Source: an optimization exercise on an open RTL-to-GDS flow (aim: small area and few clock cycles). Production flows keep margins and buffers that such runs may drop.
Function was checked by simulation only, so behaviour that the tests miss may differ from the original.
No activity file was given, so power comes from the tool's default toggle rates.

<file path="flow/config.mk">
export PLATFORM = sky130hd
export DESIGN_NAME = cache_top
export DESIGN_NICKNAME = cache_top
export VERILOG_FILES = /design/flow/design.v
export SDC_FILE = /design/flow/constraint.sdc
export NUM_CORES = 4
export LEC_CHECK = 0
export CAP_MARGIN = 20
export CORE_MARGIN = 2
export CORE_UTILIZATION = 40
export SLEW_MARGIN = 20
</file>
<file path="flow/constraint.sdc">
create_clock -name core_clock -period 10.0 [get_ports {clk}]
set_input_delay 2.0000 -clock core_clock [delete_from_list [all_inputs] [get_ports {clk}]]
set_output_delay 2.0000 -clock core_clock [all_outputs]
set_load 0.01 [all_outputs]
</file>
<file path="flow/run.sh">
#!/bin/bash
# synth_recipe.tcl (not shown) runs the flow's synth.tcl, then flattens the netlist and writes it again
# the make line also repeats each setting of config.mk as NAME=value (left out here)
make -C /OpenROAD-flow-scripts/flow DESIGN_CONFIG=/design/flow/config.mk WORK_HOME=/design/flow/orfs CLKGATE_MAP_FILE= SYNTH_SCRIPT=/design/flow/synth_recipe.tcl finish
</file>
<file path="flow/design.v">
`timescale 1ns/1ps
`default_nettype none
package cache_geom_pkg;
  localparam int ADDR_W         = 32;
  localparam int DATA_W         = 32;
  localparam int BYTE_OFF_W     = 2;      
  localparam int OFFSET_W       = 2;      
  localparam int INDEX_W        = 4;
  localparam int TAG_W          = ADDR_W - INDEX_W - OFFSET_W - BYTE_OFF_W;   
  localparam int NUM_LINES      = 16;
  localparam int WORDS_PER_LINE = 4;
  typedef struct packed {
    logic [TAG_W-1:0]      tag;
    logic [INDEX_W-1:0]    index;
    logic [OFFSET_W-1:0]   offset;
    logic [BYTE_OFF_W-1:0] byte_off;
  } cache_addr_fields_t;
  typedef union packed {
    logic [ADDR_W-1:0]  flat;
    cache_addr_fields_t f;
  } cache_addr_u;
endpackage
`default_nettype wire
`timescale 1ns/1ps
`default_nettype none
package cache_msg_pkg;
  localparam int OPAQUE_W = 8;            
  localparam int ADDR_W   = 32;                    
  localparam int DATA_W   = 32;                    
  typedef enum logic {
    MSG_READ  = 1'b0,
    MSG_WRITE = 1'b1
  } msg_type_e;
  typedef struct packed {
    msg_type_e                           mtype;    
    logic [OPAQUE_W-1:0]                 opaque;   
    logic [ADDR_W-1:0]                   addr;     
    logic [DATA_W-1:0]                   data;     
  } mem_req_t;
  typedef struct packed {
    msg_type_e                           mtype;
    logic [OPAQUE_W-1:0]                 opaque;
    logic [DATA_W-1:0]                   data;     
  } mem_resp_t;
endpackage
`default_nettype wire
`timescale 1ns/1ps
`default_nettype none
module cache_ctrl (
  input  logic                      clk,
  input  logic                      reset,
  input  logic                      memreq_val,
  output logic                      memreq_rdy,
  output logic                      memresp_val,
  input  logic                      memresp_rdy,
  output logic                      cache_req_val,
  input  logic                      cache_req_rdy,
  output cache_msg_pkg::msg_type_e  cache_req_type,
  input  logic                      cache_resp_val,
  output logic                      cache_resp_rdy,
  output logic                      reg_en_m0,
  output logic                      reg_en_m1,
  output logic                      tarray_wen,
  output logic                      darray_wen,
  output logic                      dirty_set,
  output logic                      dirty_clear,
  output logic                      mem_addr_sel,        
  output logic                      word_cnt_clear,
  output logic                      spill_word_sent,
  output logic                      refill_word_sent,
  output logic                      refill_word_recv,    
  input  logic                      tarray_match,
  input  logic                      victim_dirty,
  input  cache_msg_pkg::msg_type_e  m0_type,
  input  logic                      m1_valid,
  input  logic                      req_count_done,
  input  logic                      resp_count_done
);
  typedef enum logic [1:0] {
    PIPE,
    SPILL,
    REFILL
  } state_e;
  state_e state;
  state_e state_next;
  logic   m0_val;                            
  logic   m1_stall;
  logic   m0_hit;
  logic   m0_go;
  logic   m0_miss;
  logic   req_go;
  logic   write_go;
  assign memresp_val = m1_valid;
  assign m1_stall    = m1_valid && !memresp_rdy;    
  assign reg_en_m1   = !m1_stall;
  assign m0_hit  = m0_val && tarray_match && (state == PIPE);
  assign m0_miss = m0_val && !tarray_match && (state == PIPE);
  assign m0_go   = m0_hit && !m1_stall;             
  assign memreq_rdy = !m1_stall && (!m0_val || m0_hit);
  assign reg_en_m0  = memreq_val && memreq_rdy;
  always_ff @(posedge clk) begin
    if (reset) begin
      m0_val <= 1'b0;
    end else if (reg_en_m0) begin
      m0_val <= 1'b1;
    end else if (m0_go) begin
      m0_val <= 1'b0;                               
    end
  end
  assign write_go   = m0_go && (m0_type == cache_msg_pkg::MSG_WRITE);
  assign dirty_set  = write_go;
  always_ff @(posedge clk) begin
    if (reset) begin
      state <= PIPE;
    end else begin
      state <= state_next;
    end
  end
  always_comb begin
    state_next = state;
    case (state)
      PIPE:    if (m0_miss) state_next = victim_dirty ? SPILL : REFILL;
      SPILL:   if (resp_count_done) state_next = REFILL;    
      REFILL:  if (resp_count_done) state_next = PIPE;      
      default: state_next = PIPE;
    endcase
  end
  always_comb begin
    cache_req_val  = 1'b0;
    cache_req_type = cache_msg_pkg::MSG_READ;
    cache_resp_rdy = 1'b0;
    mem_addr_sel   = 1'b0;
    tarray_wen     = 1'b0;
    dirty_clear    = 1'b0;
    word_cnt_clear = 1'b0;
    case (state)
      PIPE: begin
        word_cnt_clear = m0_miss;                   
      end
      SPILL: begin
        cache_req_val  = !req_count_done;           
        cache_req_type = cache_msg_pkg::MSG_WRITE;
        cache_resp_rdy = 1'b1;
        mem_addr_sel   = 1'b1;
        word_cnt_clear = resp_count_done;           
      end
      REFILL: begin
        cache_req_val  = !req_count_done;
        cache_resp_rdy = 1'b1;
        tarray_wen     = resp_count_done;           
        dirty_clear    = resp_count_done;
      end
      default: begin
        cache_req_val  = 1'b0;
      end
    endcase
  end
  assign req_go           = cache_req_val && cache_req_rdy;
  assign spill_word_sent  = req_go && (state == SPILL);
  assign refill_word_sent = req_go && (state == REFILL);
  assign refill_word_recv = cache_resp_val && cache_resp_rdy;
  assign darray_wen = write_go || (refill_word_recv && (state == REFILL));
endmodule
`default_nettype wire
`timescale 1ns/1ps
`default_nettype none
module cache_dpath (
  input  logic                      clk,
  input  logic                      reset,
  input  cache_msg_pkg::mem_req_t   memreq,
  output cache_msg_pkg::mem_resp_t  memresp,
  input  logic                      reg_en_m0,
  input  logic                      reg_en_m1,
  input  logic                      tarray_wen,
  input  logic                      darray_wen,
  input  logic                      dirty_set,
  input  logic                      dirty_clear,
  input  logic                      mem_addr_sel,
  input  logic                      word_cnt_clear,
  input  logic                      spill_word_sent,
  input  logic                      refill_word_sent,
  input  logic                      refill_word_recv,
  input  cache_msg_pkg::msg_type_e  cache_req_type,
  output cache_msg_pkg::mem_req_t   cache_req,
  input  cache_msg_pkg::mem_resp_t  cache_resp,
  output logic                      tarray_match,
  output logic                      victim_dirty,
  output cache_msg_pkg::msg_type_e  m0_type,
  output logic                      m1_valid,
  output logic                      req_count_done,
  output logic                      resp_count_done
);
  cache_msg_pkg::mem_req_t                     m0_req;
  logic                         m0_valid;
  cache_geom_pkg::cache_addr_u                  m0_addr;
  cache_geom_pkg::cache_addr_u                  mem_addr;
  cache_msg_pkg::mem_resp_t                    m1_resp;
  logic [cache_geom_pkg::TAG_W-1:0]             tag_array [cache_geom_pkg::NUM_LINES];
  logic [cache_geom_pkg::DATA_W-1:0]            data_array [cache_geom_pkg::NUM_LINES*cache_geom_pkg::WORDS_PER_LINE];
  logic [cache_geom_pkg::NUM_LINES-1:0]         valid_bits;
  logic [cache_geom_pkg::NUM_LINES-1:0]         dirty_bits;
  logic [cache_geom_pkg::OFFSET_W-1:0]          req_cnt;
  logic [cache_geom_pkg::OFFSET_W-1:0]          resp_cnt;
  logic [cache_geom_pkg::INDEX_W-1:0]           idx;
  logic [cache_geom_pkg::INDEX_W+cache_geom_pkg::OFFSET_W-1:0]  wr_word;
  logic [cache_geom_pkg::DATA_W-1:0]            wr_data;
  logic [cache_geom_pkg::DATA_W-1:0]            hit_rdata;
  always_ff @(posedge clk) begin
    if (reg_en_m0) m0_req <= memreq;
  end
  always_ff @(posedge clk) begin
    if (reset) begin
      m0_valid <= 1'b0;
    end else if (reg_en_m0) begin
      m0_valid <= 1'b1;
    end else if (reg_en_m1 && tarray_match) begin
      m0_valid <= 1'b0;
    end
  end
  assign m0_addr      = cache_geom_pkg::cache_addr_u'(m0_req.addr);    
  assign idx          = m0_addr.f.index;
  assign m0_type      = m0_req.mtype;
  assign tarray_match = valid_bits[idx] && (tag_array[idx] == m0_addr.f.tag);
  assign victim_dirty = valid_bits[idx] && dirty_bits[idx];
  assign hit_rdata    = data_array[{idx, m0_addr.f.offset}];
  always_ff @(posedge clk) begin
    if (tarray_wen) tag_array[idx] <= m0_addr.f.tag;
  end
  always_ff @(posedge clk) begin
    if (reset) begin
      valid_bits <= '0;
      dirty_bits <= '0;
    end else begin
      if (tarray_wen) valid_bits[idx] <= 1'b1;
      if (dirty_set) begin
        dirty_bits[idx] <= 1'b1;
      end else if (dirty_clear) begin
        dirty_bits[idx] <= 1'b0;                      
      end
    end
  end
  assign wr_word = refill_word_recv ? {idx, resp_cnt} : {idx, m0_addr.f.offset};
  assign wr_data = refill_word_recv ? cache_resp.data : m0_req.data;
  always_ff @(posedge clk) begin
    if (darray_wen) data_array[wr_word] <= wr_data;
  end
  always_ff @(posedge clk) begin
    if (reset) begin
      m1_valid <= 1'b0;
    end else if (reg_en_m1) begin
      m1_valid <= m0_valid && tarray_match;           
    end
  end
  always_ff @(posedge clk) begin
    if (reg_en_m1) begin
      m1_resp.mtype  <= m0_req.mtype;
      m1_resp.opaque <= m0_req.opaque;
      m1_resp.data   <= (m0_req.mtype == cache_msg_pkg::MSG_WRITE) ? '0 : hit_rdata;
    end
  end
  assign memresp = m1_resp;
  always_ff @(posedge clk) begin
    if (reset || word_cnt_clear) begin
      req_cnt        <= '0;
      req_count_done <= 1'b0;
    end else if (spill_word_sent || refill_word_sent) begin
      req_cnt <= req_cnt + 1'b1;
      if (req_cnt == cache_geom_pkg::OFFSET_W'(cache_geom_pkg::WORDS_PER_LINE - 1)) req_count_done <= 1'b1;
    end
  end
  always_ff @(posedge clk) begin
    if (reset || word_cnt_clear) begin
      resp_cnt        <= '0;
      resp_count_done <= 1'b0;
    end else if (refill_word_recv) begin
      resp_cnt <= resp_cnt + 1'b1;
      if (resp_cnt == cache_geom_pkg::OFFSET_W'(cache_geom_pkg::WORDS_PER_LINE - 1)) resp_count_done <= 1'b1;
    end
  end
  always_comb begin
    mem_addr            = '0;
    mem_addr.f.tag      = mem_addr_sel ? tag_array[idx] : m0_addr.f.tag;   
    mem_addr.f.index    = idx;
    mem_addr.f.offset   = req_cnt;
  end
  assign cache_req.mtype  = cache_req_type;
  assign cache_req.opaque = m0_req.opaque;
  assign cache_req.addr   = mem_addr.flat;           
  assign cache_req.data   = (cache_req_type == cache_msg_pkg::MSG_WRITE) ? data_array[{idx, req_cnt}] : '0;
endmodule
`default_nettype wire
`timescale 1ns/1ps
`default_nettype none
module cache_base (
  input  logic                      clk,
  input  logic                      reset,
  input  cache_msg_pkg::mem_req_t   memreq,
  input  logic                      memreq_val,
  output logic                      memreq_rdy,
  output cache_msg_pkg::mem_resp_t  memresp,
  output logic                      memresp_val,
  input  logic                      memresp_rdy,
  output cache_msg_pkg::mem_req_t   cache_req,
  output logic                      cache_req_val,
  input  logic                      cache_req_rdy,
  input  cache_msg_pkg::mem_resp_t  cache_resp,
  input  logic                      cache_resp_val,
  output logic                      cache_resp_rdy
);
  logic       reg_en_m0;
  logic       reg_en_m1;
  logic       tarray_wen;
  logic       darray_wen;
  logic       dirty_set;
  logic       dirty_clear;
  logic       mem_addr_sel;
  logic       word_cnt_clear;
  logic       spill_word_sent;
  logic       refill_word_sent;
  logic       refill_word_recv;
  cache_msg_pkg::msg_type_e  cache_req_type;
  logic       tarray_match;
  logic       victim_dirty;
  cache_msg_pkg::msg_type_e  m0_type;
  logic       m1_valid;
  logic       req_count_done;
  logic       resp_count_done;
  cache_ctrl ctrl_i (.*);
  cache_dpath dpath_i (.*);
endmodule
`default_nettype wire
`timescale 1ns/1ps
`default_nettype none
module cache_top (
  input  wire         clk,
  input  wire         reset,
  input  wire         memreq_type,
  input  wire  [7:0]  memreq_opaque,
  input  wire  [31:0] memreq_addr,
  input  wire  [31:0] memreq_data,
  input  wire         memreq_val,
  output wire         memreq_rdy,
  output wire         memresp_type,
  output wire  [7:0]  memresp_opaque,
  output wire  [31:0] memresp_data,
  output wire         memresp_val,
  input  wire         memresp_rdy,
  output wire         cache_req_type,
  output wire  [7:0]  cache_req_opaque,
  output wire  [31:0] cache_req_addr,
  output wire  [31:0] cache_req_data,
  output wire         cache_req_val,
  input  wire         cache_req_rdy,
  input  wire         cache_resp_type,
  input  wire  [7:0]  cache_resp_opaque,
  input  wire  [31:0] cache_resp_data,
  input  wire         cache_resp_val,
  output wire         cache_resp_rdy
);
  cache_msg_pkg::mem_req_t  memreq;
  cache_msg_pkg::mem_resp_t memresp;
  cache_msg_pkg::mem_req_t  cache_req;
  cache_msg_pkg::mem_resp_t cache_resp;
  assign memreq     = {memreq_type, memreq_opaque, memreq_addr, memreq_data};
  assign cache_resp = {cache_resp_type, cache_resp_opaque, cache_resp_data};
  assign {memresp_type, memresp_opaque, memresp_data} = memresp;
  assign {cache_req_type, cache_req_opaque, cache_req_addr, cache_req_data} = cache_req;
  cache_base base_i (
    .clk            (clk),
    .reset          (reset),
    .memreq         (memreq),
    .memreq_val     (memreq_val),
    .memreq_rdy     (memreq_rdy),
    .memresp        (memresp),
    .memresp_val    (memresp_val),
    .memresp_rdy    (memresp_rdy),
    .cache_req      (cache_req),
    .cache_req_val  (cache_req_val),
    .cache_req_rdy  (cache_req_rdy),
    .cache_resp     (cache_resp),
    .cache_resp_val (cache_resp_val),
    .cache_resp_rdy (cache_resp_rdy)
  );
endmodule
`default_nettype wire
</file>
==> metrics.csv <==
stage,metric,value,unit
run_status,status,finished clean,
yosys,synth_top_area_share,0.660,
setup_path,r2r_cells,12,
drt,drtAntennaViolNets,0,
sta,slew-limit-headroom,0.211,
finish,final_cell_mix,"edfxtp_1, mux4_2, clkbuf_16",
setup_path,cp.required,8.00,ns
drt,wl,346000,um
drt,drc,0,
die,rows,197,
placement,gp_congestion,0.812,
clock_tree,hold_buffers,0,
sta,finalHoldViolCount,0,
min_path,hold_depth,0,
pwr,switching_power,5.54,mW
pwr,pwr-share-clk,0.427,
setup_path,path_class,register to output pin,
yosys,synth_flop_cell,edfxtp_1,
die,dieWidth,542,um
finish,fin_nets,5741,
yosys,syn_inst,5319,
sta,worst_slew_pin_slew,1.18,ns
drt,vias,60900,
sta,drv_slew,0,
yosys,synth_seq_cells,2591,
die,start_util,0.402,
setup_path,r2r_setup_slack,3.13,ns
clock_tree,numCtsBuffers,290,
global_routing,grt.total_usage,0.234,
placement,dp_cells,9094,
pwr,power_frac_comb,0.072,
die,core_area,288000,um^2
drt,vias_per_cell,6.34,
finish,fin_cells,9608,
clock_tree,clk_pin_slew,0.06,ns
global_routing,grt-ovfl-total,0,
die,ioPinCount,238,
pwr,p_leak,40.2,nW
drt,drtPass1Iterations,5,
global_routing,grt_max_degree,143,
drt,avgRoutedWirePerCell,36.0,um
pwr,pwr_density_cell,184,nW/um^2
finish,syn_to_final_growth,14.8,%
finish,multi_input_comb_area,37500,um^2
min_path,whs_endpoint,base_i.dpath_i.m1_resp[35],
finish,fillers,23600,
sta,post-route-min-period,7.70,ns
yosys,syn_area,116000,um^2
global_routing,grt_pass1_vias,61800,
setup_path,end_kind,output pin,
setup_path,timing.rr.end,base_i.dpath_i.data_array[56][15],
clock_tree,cts_tree,yes,
pwr,p_total,24.5,mW
die,dieArea,294000,um^2
yosys,yosysTopAreaCell,edfxtp_1,
yosys,synth.area.top_cells,"edfxtp_1, mux4_2, dfxtp_1, nand2_1, clkbuf_1",
global_routing,grt_pass1_wl,482000,um
sta,clock-skew-final,0.0807,ns
finish,regArea,77400,um^2
pwr,p_int,18.9,mW
yosys,ys_warn_count,2,
die,die_height,542,um
yosys,synthDistinctLibCells,65,
yosys,synth_edf_count,2544,
finish,layout_commonest_cell,edfxtp_1,
setup_path,start_kind,register,
job,max_cap_violations,0,
min_path,hold_path_class,register to register,
yosys,async_reset_ff_frac,0,
placement,hpwlAfterDp,200000,um
sta,fmax,0.130,GHz
clock_tree,clockBufferDepth,4,
sta,setup_violations,0,
clock_tree,cts-resized-gates,0,
clock_tree,h-tree-depth,5,
pwr,switching_share,0.227,
sta,period_share,0.770,
yosys,syn_area_per_cell,21.8,um^2
drt,drt_iter0_markers,7442,
clock_tree,clock_sinks,2591,
clock_tree,post_cts_buffers,0,
min_path,hp-start,base_i.dpath_i.m0_req[67],
sta,setup_tns,0,ns
pwr,seqPwrFrac,0.502,
yosys,seq_area_frac_synth,0.668,
setup_path,arrival,5.70,ns
setup_path,cp_max_fo,45,
sta,rsz0062_at_grt,no,
clock_tree,clock_latency,0.89,ns
placement,io_buffer_count,224,
global_routing,antenna_found_initial,9,
pwr,peakVddDrop,0.179,mV
clock_tree,root_buffer,clkbuf_16,
finish,drive_gt1_frac,0.365,
==> final cells by class <==
| cell class | count | share of cell area |
|---|---|---|
| Inverter | 20 | 0.000650 |
| Timing Repair Buffer | 410 | 0.0311 |
| Antenna cell | 7 | 0.000132 |
| Clock inverter | 149 | 0.0109 |
| Clock buffer | 352 | 0.0577 |
| Multi-Input combinational cell | 2298 | 0.282 |
| Tap cell | 3781 | 0.0356 |
| Sequential cell | 2591 | 0.582 |
==> metrics by stage <==
stage               hold slack, ns  worst slack [ns]  instance area, um^2  utilization
floorplan                    0.422              3.70               116000            -
global placement             0.441              2.87               123000        0.429
detailed placement           0.434              2.81               124000        0.429
CTS                          0.452              2.14               133000        0.461
global route                 0.478              1.91               133000        0.461
finish                       0.449              2.30               133000        0.461
==> power groups by stage <==
stage,logic [mW],registers [mW],clock network [mW]
2_1_floorplan,1.09,12.5,0
3_3_place_gp,1.73,12.5,0
3_5_place_dp,1.76,12.5,0
4_1_cts,1.76,12.3,10.6
5_1_grt,1.86,12.3,11.0
6_report,1.75,12.3,10.4
==> registers in the layout (all words and copies together) (netlist names), named ones only <==
register / flops
base_i.dpath_i.m0_valid: 1
base_i.ctrl_i.m0_val: 1
base_i.dpath_i.req_count_done: 1
base_i.dpath_i.tag_array: 384
base_i.dpath_i.valid_bits: 16
base_i.dpath_i.resp_count_done: 1
base_i.dpath_i.resp_cnt: 2
base_i.ctrl_i.state: 2
base_i.dpath_i.data_array: 2048
base_i.dpath_i.m1_valid: 1
base_i.dpath_i.m0_req: 71
base_i.dpath_i.req_cnt: 2
base_i.dpath_i.m1_resp: 41
==> Yosys cell counts (all sizes together), types with 5 or more instances <==
library cell and count:
a221oi 9, xnor2 9, edfxtp 2544, o21ai 15, nand4 10, nor3b 5
ha 10, and2 9, a22oi 22, nor2b 71, nand2b 8, and3 5
a22o 6, a311oi 49, inv 16, nor4 5, clkbuf 241, nand3b 8
buf 170, mux4 1372, a21oi 42, nand2 244, xor2 16, mux2i 82
dfxtp 47, nor3 14, mux2 25, o22ai 5, a211oi 55, a31oi 10
nand3 21, nor2 136
==> logic make-up (layout without fill, tap and decap cells) <==
kind of cell,count (synthesis),in the layout,synth area share
AOI/OAI and AO/OA,234,234,0.0155
xor gates and xnor gates,25,25,0.00189
adders and majority gates,10,10,0.00108
buffers and inverters,431,931,0.0157
DFF,2591,2591,0.668
muxes,1479,1479,0.276
other,1,9,0.0000324
and+or+nand+nor,548,548,0.0216
==> critical path: stages, from the launching register on <==
cell and delay, ns:
dfxtp_4 0.80, buf_4 0.70, mux4_2 0.59, mux2i_1 0.14, mux2i_1 0.12, xor2_1 0.17
nor4_1 0.39, nand4_2 0.38, nor3_1 0.48, nand2_1 0.10, a21boi_0 0.23, clkdlybuf4s50_1 0.70
==> layer usage <==
metal | wire (um) | up-vias | share of wire | GRT usage
li1 | - | 23900 | - | -
met2 | 168000 | 3088 | 0.49 | 0.377
met4 | 12600 | 4 | 0.036 | 0.0757
met1 | 135000 | 33400 | 0.39 | 0.323
met5 | 27 | - | 0.000078 | 0
met3 | 30000 | 522 | 0.087 | 0.0429
==> worst max path at each step <==
stage	startpoint	end	cells past startpoint
final	register	memreq_rdy	11
after CTS	register	memreq_rdy	11
after floorplan	memresp_rdy	base_i.dpath_i.data_array[28][0]	6
after global routing	register	memreq_rdy	11
after detailed placement	register	base_i.dpath_i.data_array[58][15]	11
after global placement	register	base_i.dpath_i.data_array[56][15]	11
Testbench counts, summed over its fixed seeds: cycles 24,848.

[afterwards: timing with drivers on the ports]
The flow's constraints put no driver on any port. The routed layout listed below was extracted and timed again, unchanged, in two steps. Step 1: set_driving_cell puts a clkbuf_16 on clk and a buf_2 on each other input, an assumption about the parent block. Step 2, shift: input delay + t, output delay - t, t = (earliest + latest rising clock arrival at the registers) / 2. This alone moves slack from input paths to output paths. Slacks: ideal ports / drivers / drivers and shift; pairs: ideal ports / drivers.
shift t [ns]: 0.953
setup WS [ns]: 2.300 / 2.194 / 3.129
hold slack, ns: 0.449 / 0.449 / 0.449
cell pins on the clock port's net: 1
After both steps setup and hold are still met in this run. For this run, drivers alone change the setup slack by -0.106 ns; drivers and shift together by +0.829 ns.
